Background: an optimization exercise with open tools, aiming at small area. Do not read the settings as production practice. In this exercise RTL edits were held to simulation tests only and were not proved equivalent to the original. Power figures rest on the tool's default switching activity, not on a simulated workload.

==> run a: inputs <==
==> flow/design.v <==
module ats_timer_array #(
    parameter int unsigned NUM_CLOCKS = 16,
    parameter int unsigned NUM_ALARMS = 24,
    parameter int unsigned CNT_W      = 16,
    parameter int unsigned PULSE_LEN  = 2
) (
    input  logic                  clk,
    input  logic                  reset,
    input  logic                  cmd_valid,
    output logic                  cmd_ready,
    input  logic [31:0]           cmd_data,
    output logic                  rsp_valid,
    output logic                  rsp_ack,
    output logic [NUM_ALARMS-1:0] alarm_pulse,
    output logic [NUM_ALARMS-1:0] alarm_pending,
    input  logic [NUM_ALARMS-1:0] pend_clr,
    output logic                  irq
);
    localparam int NC = 16;
    localparam int NA = 24;
    localparam int W  = 16;
    localparam logic [2:0] OP_NOP     = 3'b000;
    localparam logic [2:0] OP_SET_CLK = 3'b001;
    localparam logic [2:0] OP_CLK_EN  = 3'b010;
    localparam logic [2:0] OP_MODE    = 3'b011;
    localparam logic [2:0] OP_SET_ALM = 3'b101;
    localparam logic [2:0] OP_SET_TMR = 3'b110;
    localparam logic [2:0] OP_ALM_EN  = 3'b111;
    logic [2:0]   pre;
    logic         active, clk_lock, alm_lock;
    logic [W-1:0] cnt   [NC];
    logic [1:0]   rate  [NC];
    logic [NC-1:0] clk_en;
    logic [W-1:0] dst  [NA];
    logic [3:0]   aclk  [NA];
    logic [NA-1:0] alm_en, alm_rep, pc;
    logic [NA-1:0] pend;          
    logic         wl_q;           
    logic         rst_q;          
    logic [4:0]   wl_alm;         
    logic [W-1:0] xd;
    logic [2:0]   op;
    logic [3:0]   c_idx, ref_clk;
    logic [4:0]   a_idx;
    logic [W-1:0] cmd_val;
    logic         cmd_ok, cmd_acc, cmd_do;
    assign op      = cmd_data[31:29];
    assign c_idx   = cmd_data[28:25];
    assign a_idx   = cmd_data[28:24];
    assign ref_clk = cmd_data[19:16];
    assign cmd_val = cmd_data[W-1:0];
    assign cmd_acc = cmd_valid && cmd_ready;
    assign cmd_do  = cmd_acc && cmd_ok && !reset;
    logic a_idx_ok;
    assign a_idx_ok = (a_idx < 5'd24);
    always_comb begin
        case (op)
            OP_NOP, OP_MODE:       cmd_ok = 1'b1;
            OP_SET_CLK, OP_CLK_EN: cmd_ok = !clk_lock;
            OP_SET_TMR:            cmd_ok = a_idx_ok && !alm_lock && (cmd_val != '0);
            OP_SET_ALM, OP_ALM_EN: cmd_ok = a_idx_ok && !alm_lock;
            default:               cmd_ok = 1'b0;
        endcase
    end
    logic do_setclk, do_clken, do_mode, do_alm, do_almld;
    assign do_setclk = cmd_do && (op == OP_SET_CLK);
    assign do_clken  = cmd_do && (op == OP_CLK_EN);
    assign do_mode   = cmd_do && (op == OP_MODE);
    assign do_alm    = cmd_do && op[2];
    assign do_almld  = do_alm && (op[1:0] != 2'b11);
    logic [2:0]    pre_d;
    logic          active_d;
    logic [3:0]    tick_d;
    logic [1:0]    rate_d [NC];
    logic [NC-1:0] clk_step, clk_set, en_d, step_d;
    assign pre_d    = reset ? 3'd0 : (active ? pre + 3'd1 : pre);
    assign active_d = reset || (do_mode ? cmd_data[28] : active);
    assign tick_d   = {&pre_d, &pre_d[1:0], pre_d[0], 1'b1};
    always_comb begin
        for (int c = 0; c < NC; c++) begin
            clk_set[c] = do_setclk && (c_idx == 4'(c));
            if (reset) begin
                rate_d[c] = '0;
                en_d[c]   = 1'b0;
            end else if (clk_set[c]) begin
                rate_d[c] = cmd_data[23:22];
                en_d[c]   = 1'b1;
            end else begin
                rate_d[c] = rate[c];
                en_d[c]   = (do_clken && (c_idx == 4'(c))) ? cmd_data[23] : clk_en[c];
            end
            step_d[c] = active_d && en_d[c] && tick_d[rate_d[c]];
        end
    end
    logic [3:0]   msel;
    logic [W-1:0] mcnt, sub_b, x, xr;
    logic         x_cin;
    assign msel  = op[2] ? ref_clk : c_idx;
    always_comb begin
        mcnt = '0;
        for (int c = 0; c < NC; c++)
            if (msel == 4'(c)) mcnt = cnt[c];
    end
    assign sub_b = (op[2:1] == 2'b11) ? '0 : mcnt;
    assign x_cin = !clk_step[msel];
    assign x     = cmd_val + ~sub_b + W'(x_cin);
    assign xr    = reset ? '0 : (op[2] ? x : ~x);
    logic [NA-1:0] fire, wr;
    for (genvar i = 0; i < NA; i++) begin : g_alm
        logic         st, ld, pw, pa, zero;
        logic [W:0]   cy;
        logic [W-1:0] opa, opb, sum;
        assign st    = clk_step[aclk[i]];
        assign pw    = rst_q || (wl_q && (wl_alm == 5'(i)));
        assign pa    = pw || pend[i];
        assign ld    = do_setclk && (aclk[i] == c_idx);
        assign wr[i] = do_alm && (a_idx == 5'(i));
        assign cy[0] = !st;
        for (genvar b = 0; b < W; b++) begin : g_fa
            assign opa[b]  = dst[i][b] || pw;
            assign opb[b]  = xd[b] || !pa;
            assign sum[b]  = opa[b] ^ opb[b] ^ cy[b];
            assign cy[b+1] = (opa[b] & opb[b]) | (cy[b] & (opa[b] ^ opb[b]));
        end
        assign zero    = (sum == '0);
        assign fire[i] = alm_en[i] && st && !ld && !wr[i] && zero;
        always_ff @(posedge clk) begin
            dst[i] <= sum;
            if (reset) begin
                aclk[i]    <= '0;
                alm_en[i]  <= 1'b0;
                alm_rep[i] <= 1'b0;
            end else if (wr[i]) begin
                if (op[1:0] != 2'b11) begin
                    aclk[i]    <= ref_clk;
                    alm_en[i]  <= 1'b1;
                    alm_rep[i] <= !op[1] && cmd_data[23];
                end else begin
                    alm_en[i]  <= cmd_data[23];
                end
            end else if (fire[i] && !alm_rep[i]) begin
                alm_en[i] <= 1'b0;
            end
            pc[i]          <= !reset && fire[i];
            pend[i]        <= ld;
            alarm_pulse[i] <= !reset && (fire[i] || (pc[i] && !wr[i]));
            if (reset)              alarm_pending[i] <= 1'b0;
            else if (fire[i])       alarm_pending[i] <= 1'b1;
            else if (pend_clr[i])   alarm_pending[i] <= 1'b0;
        end
    end
    logic [W-1:0] valr;
    assign valr = reset ? '0 : cmd_val;
    for (genvar c = 0; c < NC; c++) begin : g_clk
        logic [W:0]   ic;
        logic [W-1:0] inc;
        assign ic[0] = clk_step[c];
        for (genvar b = 0; b < W; b++) begin : g_inc
            assign inc[b]  = cnt[c][b] ^ ic[b];
            assign ic[b+1] = cnt[c][b] & ic[b];
        end
        always_ff @(posedge clk) begin
            cnt[c]      <= (reset || clk_set[c]) ? valr : inc;
            rate[c]     <= rate_d[c];
            clk_en[c]   <= en_d[c];
            clk_step[c] <= step_d[c];
        end
    end
    always_ff @(posedge clk) begin
        pre    <= pre_d;
        active <= active_d;
        if (reset) begin
            clk_lock  <= 1'b0;
            alm_lock  <= 1'b0;
            cmd_ready <= 1'b0;
            rsp_valid <= 1'b0;
            rsp_ack   <= 1'b0;
        end else begin
            cmd_ready <= 1'b1;
            rsp_valid <= cmd_acc;
            rsp_ack   <= cmd_acc && cmd_ok;
            if (do_mode) begin
                clk_lock <= cmd_data[27];
                alm_lock <= cmd_data[26];
            end
        end
        wl_alm <= a_idx;
        rst_q  <= reset;
        wl_q   <= do_almld;
        xd     <= xr;
    end
    assign irq = |alarm_pending;
endmodule
==> flow/flow/run.sh <==
#!/bin/bash
# Layout flow: the standard synthesis, then the combinational logic is
# re-mapped for area by ABC (registers, adder cells and tie cells are kept as
# standard synthesis made them), then the standard layout from floorplan on.
set -euo pipefail
here=$(pwd)
fl=$here/flow
res=$here/orfs/results/$FLOW_PLATFORM/ats_timer_array/base
lib=$FLOW_HOME/platforms/$FLOW_PLATFORM/lib/sky130_fd_sc_hd__tt_025C_1v80.lib

bash standard.sh synth > synth.log 2>&1

cp $res/1_2_yosys.v $here/1_2_yosys.standard.v
REMAP_IN=$here/1_2_yosys.standard.v REMAP_OUT=$here/1_2_yosys.remap.v \
REMAP_LIB=$lib REMAP_TOP=$FLOW_TOP REMAP_DONT_USE="$(cat $fl/dont_use.txt)" \
REMAP_SCRIPT=$fl/remap.abc \
  yosys -c $fl/remap.tcl > remap.log 2>&1
cp $here/1_2_yosys.remap.v $res/1_2_yosys.v
rm -f $res/1_synth.odb $res/1_synth.sdc

bash standard.sh \
  "CTS_ARGS=-sink_clustering_enable -repair_clock_nets -sink_clustering_size 12 -sink_clustering_max_diameter 50 -buf_list sky130_fd_sc_hd__clkbuf_8 -dont_use_dummy_load" \
  finish > layout.log 2>&1
==> flow/flow/dont_use.txt <==
sky130_fd_sc_hd__probe_p_8 sky130_fd_sc_hd__probec_p_8 sky130_fd_sc_hd__lpflow_bleeder_1 sky130_fd_sc_hd__lpflow_clkbufkapwr_1 sky130_fd_sc_hd__lpflow_clkbufkapwr_16 sky130_fd_sc_hd__lpflow_clkbufkapwr_2 sky130_fd_sc_hd__lpflow_clkbufkapwr_4 sky130_fd_sc_hd__lpflow_clkbufkapwr_8 sky130_fd_sc_hd__lpflow_clkinvkapwr_1 sky130_fd_sc_hd__lpflow_clkinvkapwr_16 sky130_fd_sc_hd__lpflow_clkinvkapwr_2 sky130_fd_sc_hd__lpflow_clkinvkapwr_4 sky130_fd_sc_hd__lpflow_clkinvkapwr_8 sky130_fd_sc_hd__lpflow_decapkapwr_12 sky130_fd_sc_hd__lpflow_decapkapwr_3 sky130_fd_sc_hd__lpflow_decapkapwr_4 sky130_fd_sc_hd__lpflow_decapkapwr_6 sky130_fd_sc_hd__lpflow_decapkapwr_8 sky130_fd_sc_hd__lpflow_inputiso0n_1 sky130_fd_sc_hd__lpflow_inputiso0p_1 sky130_fd_sc_hd__lpflow_inputiso1n_1 sky130_fd_sc_hd__lpflow_inputiso1p_1 sky130_fd_sc_hd__lpflow_inputisolatch_1 sky130_fd_sc_hd__lpflow_isobufsrc_1 sky130_fd_sc_hd__lpflow_isobufsrc_16 sky130_fd_sc_hd__lpflow_isobufsrc_2 sky130_fd_sc_hd__lpflow_isobufsrc_4 sky130_fd_sc_hd__lpflow_isobufsrc_8 sky130_fd_sc_hd__lpflow_isobufsrckapwr_16 sky130_fd_sc_hd__lpflow_lsbuf_lh_hl_isowell_tap_1 sky130_fd_sc_hd__lpflow_lsbuf_lh_hl_isowell_tap_2 sky130_fd_sc_hd__lpflow_lsbuf_lh_hl_isowell_tap_4 sky130_fd_sc_hd__lpflow_lsbuf_lh_isowell_4 sky130_fd_sc_hd__lpflow_lsbuf_lh_isowell_tap_1 sky130_fd_sc_hd__lpflow_lsbuf_lh_isowell_tap_2 sky130_fd_sc_hd__lpflow_lsbuf_lh_isowell_tap_4 sky130_fd_sc_hd__fill_1 sky130_fd_sc_hd__fill_2 sky130_fd_sc_hd__fill_4 sky130_fd_sc_hd__fill_8
==> flow/flow/remap.abc <==
strash
dch -f
amap
strash
dch -f
amap
strash
dch -f
amap
topo
==> flow/flow/remap.tcl <==
# Re-map the combinational logic of a mapped netlist; registers, adders and
# tie cells are kept as they are (same instances, same names).
# env: REMAP_IN, REMAP_OUT, REMAP_LIB, REMAP_DONT_USE, REMAP_SCRIPT
yosys -import
set lib $::env(REMAP_LIB)
read_liberty -ignore_miss_func $lib
blackbox sky130_fd_sc_hd__df* sky130_fd_sc_hd__edf* sky130_fd_sc_hd__sdf* sky130_fd_sc_hd__dl* sky130_fd_sc_hd__sedf* sky130_fd_sc_hd__conb* sky130_fd_sc_hd__fa_* sky130_fd_sc_hd__ha_*
read_verilog $::env(REMAP_IN)
hierarchy -top $::env(REMAP_TOP)
flatten
opt_clean
set du {}
foreach c $::env(REMAP_DONT_USE) { lappend du -dont_use $c }
abc -liberty $lib {*}$du -script $::env(REMAP_SCRIPT)
opt_clean -purge
splitnets
opt_clean -purge
hilomap -singleton -hicell sky130_fd_sc_hd__conb_1 HI -locell sky130_fd_sc_hd__conb_1 LO
insbuf -buf sky130_fd_sc_hd__buf_4 A X
opt_clean -purge
tee -o $::env(REMAP_OUT).stat stat -liberty $lib
write_verilog -noattr -nohex -nodec $::env(REMAP_OUT)
==> flow/standard.sh <==
#!/bin/bash
# synth_recipe.tcl (not shown) runs the flow's synth.tcl, then flattens the netlist and writes it again
# the make line also repeats each setting of config.mk as NAME=value (left out here)
make -C /OpenROAD-flow-scripts/flow DESIGN_CONFIG=/design/flow/config.mk WORK_HOME=/design/flow/orfs CLKGATE_MAP_FILE= SYNTH_SCRIPT=/design/flow/synth_recipe.tcl "${@:-finish}"
==> flow/config.mk <==
export PLATFORM = sky130hd
export DESIGN_NAME = ats_timer_array
export DESIGN_NICKNAME = ats_timer_array
export VERILOG_FILES = /design/flow/design.v
export SDC_FILE = /design/flow/constraint.sdc
export NUM_CORES = 8
export LEC_CHECK = 0
export ABC_AREA = 1
export CAP_MARGIN = 20
export CORE_MARGIN = 2
export CORE_UTILIZATION = 45
export CTS_BUF_LIST = sky130_fd_sc_hd__clkbuf_8
export CTS_CLUSTER_DIAMETER = 50
export CTS_CLUSTER_SIZE = 12
export PLACE_DENSITY = 0.6
export SLEW_MARGIN = 20
==> flow/constraint.sdc <==
create_clock -name core_clock -period 9.0 [get_ports {clk}]
set_input_delay 1.8000 -clock core_clock [delete_from_list [all_inputs] [get_ports {clk}]]
set_output_delay 1.8000 -clock core_clock [all_outputs]
set_load 0.01 [all_outputs]
==> run b (differences from run a) <==
--- a/flow/config.mk
+++ b/flow/config.mk
@@ -10,7 +10,4 @@
 export CORE_MARGIN = 2
-export CORE_UTILIZATION = 45
-export CTS_BUF_LIST = sky130_fd_sc_hd__clkbuf_8
-export CTS_CLUSTER_DIAMETER = 50
-export CTS_CLUSTER_SIZE = 12
-export PLACE_DENSITY = 0.6
+export CORE_UTILIZATION = 20
+export PLACE_DENSITY = 0.28
 export SLEW_MARGIN = 20
==> run c (differences from run a) <==
--- a/flow/design.v
+++ b/flow/design.v
@@ -39,3 +39,2 @@
     logic         rst_q;          
-    logic [4:0]   wl_alm;         
     logic [W-1:0] xd;
@@ -110,7 +109,9 @@
         logic         st, ld, pw, pa, zero;
+        logic [3:0]   aclk_d;
         logic [W:0]   cy;
         logic [W-1:0] opa, opb, sum;
-        assign st    = clk_step[aclk[i]];
-        assign pw    = rst_q || (wl_q && (wl_alm == 5'(i)));
-        assign pa    = pw || pend[i];
+        assign aclk_d = reset ? 4'd0 :
+                        (wr[i] && (op[1:0] != 2'b11)) ? ref_clk : aclk[i];
+        assign pw    = rst_q || (wl_q && pend[i]);
+        assign pa    = rst_q || pend[i];
         assign ld    = do_setclk && (aclk[i] == c_idx);
@@ -127,5 +128,6 @@
         always_ff @(posedge clk) begin
-            dst[i] <= sum;
+            dst[i]  <= sum;
+            aclk[i] <= aclk_d;
+            st      <= step_d[aclk_d];
             if (reset) begin
-                aclk[i]    <= '0;
                 alm_en[i]  <= 1'b0;
@@ -134,3 +136,2 @@
                 if (op[1:0] != 2'b11) begin
-                    aclk[i]    <= ref_clk;
                     alm_en[i]  <= 1'b1;
@@ -144,3 +145,3 @@
             pc[i]          <= !reset && fire[i];
-            pend[i]        <= ld;
+            pend[i]        <= ld || (do_almld && (a_idx == 5'(i)));
             alarm_pulse[i] <= !reset && (fire[i] || (pc[i] && !wr[i]));
@@ -174,3 +175,2 @@
             alm_lock  <= 1'b0;
-            cmd_ready <= 1'b0;
             rsp_valid <= 1'b0;
@@ -178,3 +178,2 @@
         end else begin
-            cmd_ready <= 1'b1;
             rsp_valid <= cmd_acc;
@@ -186,3 +185,2 @@
         end
-        wl_alm <= a_idx;
         rst_q  <= reset;
@@ -191,3 +189,4 @@
     end
-    assign irq = |alarm_pending;
+    assign irq       = |alarm_pending;
+    assign cmd_ready = !rst_q;
 endmodule
==> flow/run.sh (new file) <==
#!/bin/bash
# synth_recipe.tcl (not shown) runs the flow's synth.tcl, then flattens the netlist and writes it again
# the make line also repeats each setting of config.mk as NAME=value (left out here)
make -C /OpenROAD-flow-scripts/flow DESIGN_CONFIG=/design/flow/config.mk WORK_HOME=/design/flow/orfs CLKGATE_MAP_FILE= SYNTH_SCRIPT=/design/flow/synth_recipe.tcl finish
--- a/flow/config.mk
+++ b/flow/config.mk
@@ -10,7 +10,7 @@
 export CORE_MARGIN = 2
-export CORE_UTILIZATION = 45
-export CTS_BUF_LIST = sky130_fd_sc_hd__clkbuf_8
+export CORE_UTILIZATION = 50
+export CTS_BUF_LIST = sky130_fd_sc_hd__clkbuf_4 sky130_fd_sc_hd__clkbuf_8
 export CTS_CLUSTER_DIAMETER = 50
-export CTS_CLUSTER_SIZE = 12
-export PLACE_DENSITY = 0.6
+export CTS_CLUSTER_SIZE = 20
+export PLACE_DENSITY = 0.65
 export SLEW_MARGIN = 20
removed: flow/flow/run.sh
removed: flow/flow/dont_use.txt
removed: flow/flow/remap.abc
removed: flow/flow/remap.tcl
removed: flow/standard.sh
==> run d (differences from run a) <==
--- a/flow/design.v
+++ b/flow/design.v
@@ -39,3 +39,2 @@
     logic         rst_q;          
-    logic [4:0]   wl_alm;         
     logic [W-1:0] xd;
@@ -110,7 +109,9 @@
         logic         st, ld, pw, pa, zero;
+        logic [3:0]   aclk_d;
         logic [W:0]   cy;
         logic [W-1:0] opa, opb, sum;
-        assign st    = clk_step[aclk[i]];
-        assign pw    = rst_q || (wl_q && (wl_alm == 5'(i)));
-        assign pa    = pw || pend[i];
+        assign aclk_d = reset ? 4'd0 :
+                        (wr[i] && (op[1:0] != 2'b11)) ? ref_clk : aclk[i];
+        assign pw    = rst_q || (wl_q && pend[i]);
+        assign pa    = rst_q || pend[i];
         assign ld    = do_setclk && (aclk[i] == c_idx);
@@ -127,5 +128,6 @@
         always_ff @(posedge clk) begin
-            dst[i] <= sum;
+            dst[i]  <= sum;
+            aclk[i] <= aclk_d;
+            st      <= step_d[aclk_d];
             if (reset) begin
-                aclk[i]    <= '0;
                 alm_en[i]  <= 1'b0;
@@ -134,3 +136,2 @@
                 if (op[1:0] != 2'b11) begin
-                    aclk[i]    <= ref_clk;
                     alm_en[i]  <= 1'b1;
@@ -144,3 +145,3 @@
             pc[i]          <= !reset && fire[i];
-            pend[i]        <= ld;
+            pend[i]        <= ld || (do_almld && (a_idx == 5'(i)));
             alarm_pulse[i] <= !reset && (fire[i] || (pc[i] && !wr[i]));
@@ -174,3 +175,2 @@
             alm_lock  <= 1'b0;
-            cmd_ready <= 1'b0;
             rsp_valid <= 1'b0;
@@ -178,3 +178,2 @@
         end else begin
-            cmd_ready <= 1'b1;
             rsp_valid <= cmd_acc;
@@ -186,3 +185,2 @@
         end
-        wl_alm <= a_idx;
         rst_q  <= reset;
@@ -191,3 +189,4 @@
     end
-    assign irq = |alarm_pending;
+    assign irq       = |alarm_pending;
+    assign cmd_ready = !rst_q;
 endmodule
--- a/flow/flow/run.sh
+++ b/flow/flow/run.sh
@@ -21,3 +21,3 @@
 bash standard.sh \
-  "CTS_ARGS=-sink_clustering_enable -repair_clock_nets -sink_clustering_size 12 -sink_clustering_max_diameter 50 -buf_list sky130_fd_sc_hd__clkbuf_8 -dont_use_dummy_load" \
+  "CTS_ARGS=-sink_clustering_enable -repair_clock_nets -sink_clustering_size 8 -sink_clustering_max_diameter 30 -buf_list sky130_fd_sc_hd__clkbuf_4 -dont_use_dummy_load" \
   finish > layout.log 2>&1
==> summary of the runs <==
Against run c, the register-to-register slack of run a is lower by 0.12 ns.
Against run d, the die area of run b is larger by 120%.
Sequential cell count is the same in run b and run a.
Core utilization: run c > run a > run d > run b.
Synthesized cell count is the same in run b and run a.
In run a the first-iteration DRC count is higher than in run b, by about 60%.
Via count: run c > run a > run b > run d.
Against run a, the wire length of run b is larger by 36%.
The highest total power belongs to run c, the lowest to run a.
Final area, lowest first: run d, run a, run c, run b.
==> figures <==
item	run b	run a	run c	run d
Result of the run	timing/DRC/antenna clean	timing/DRC/antenna clean	timing/DRC/antenna clean	timing/DRC/antenna clean
Vias per cell	4.507	5.810	5.548	5.719
ClkCell Share	0.04158	0.03077	0.04811	0.03199
Detailed Route WL	227400 microns	167500 microns	160700 microns	163600 microns
R2r worst-path depth	31	35	30	29
Number of antenna violations at the first check in global routing	19	12	6	16
Area growth syn-to-layout	28.37%	19.26%	10.59%	12.94%
Vias after detailed routing	41920	42320	45620	41730
Final core utilization	0.2584	0.5416	0.5596	0.5118
Number of cells on the worst hold path	1	1	2	2
Multi-input gate count	3747	3747	4809	3751
Routability cong.	0.8251	0.9311	0.9203	0.9229
Arrival time of the worst setup path	9.57 ns	9.50 ns	9.47 ns	9.66 ns
Detailed route wirelength on metal3	8733 microns	13530 microns	14310 microns	13330 microns
Post-Place Cell Area	0.05915 sq mm	0.05581 sq mm	0.05693 sq mm	0.05442 sq mm
FF-to-FF Start	clk_step[15]	clk_step[6]	rst_q	rst_q
Placed insts	9043	7101	7992	7045
Detailed placement HPWL	162600 microns	116000 microns	109400 microns	110000 microns
GR Util All Layers	0.1798	0.2978	0.2857	0.2893
Height of the die	501.5 microns	335.7 microns	333.6 microns	337.6 microns
Leakage power	22.71 nW	21.57 nW	26.47 nW	20.76 nW
Transition time at the pin with the least slew margin	1.003 ns	1.202 ns	1.234 ns	1.181 ns

-- what the ideal ports hide --
In the flow no input, the clock included, has a driving cell. The finished layouts below were timed again as built, in two steps. Step 1 assumes that a clkbuf_16 drives the clock port and a buf_2 every other input. Step 2 adds t to the input delays and takes it off the output delays; t is the mean of the earliest and latest rising clock arrival at the registers after step 1. Input paths then give back, and output paths get back, about the clock's delay inside the block. Slacks: no drivers / after step 1 / after step 2; pairs: no drivers / after step 1.
| run | t (ns) | setup slack, ns | cell pins on the clock port's net |
|---|---|---|---|
| run a | 0.875 | 0.220 / 0.220 / 0.220 | 1 |
| run b | 0.997 | 0.260 / 0.260 / -0.005 | 1 |
| run c | 0.901 | 0.335 / 0.335 / 0.335 | 1 |
| run d | 1.192 | 0.363 / 0.363 / 0.363 | 1 |
Met with ideal ports but missed after step 2: setup timing in run b. For run b, which loses most, drivers alone change the setup slack by 0.000 ns; drivers and shift together by -0.265 ns.
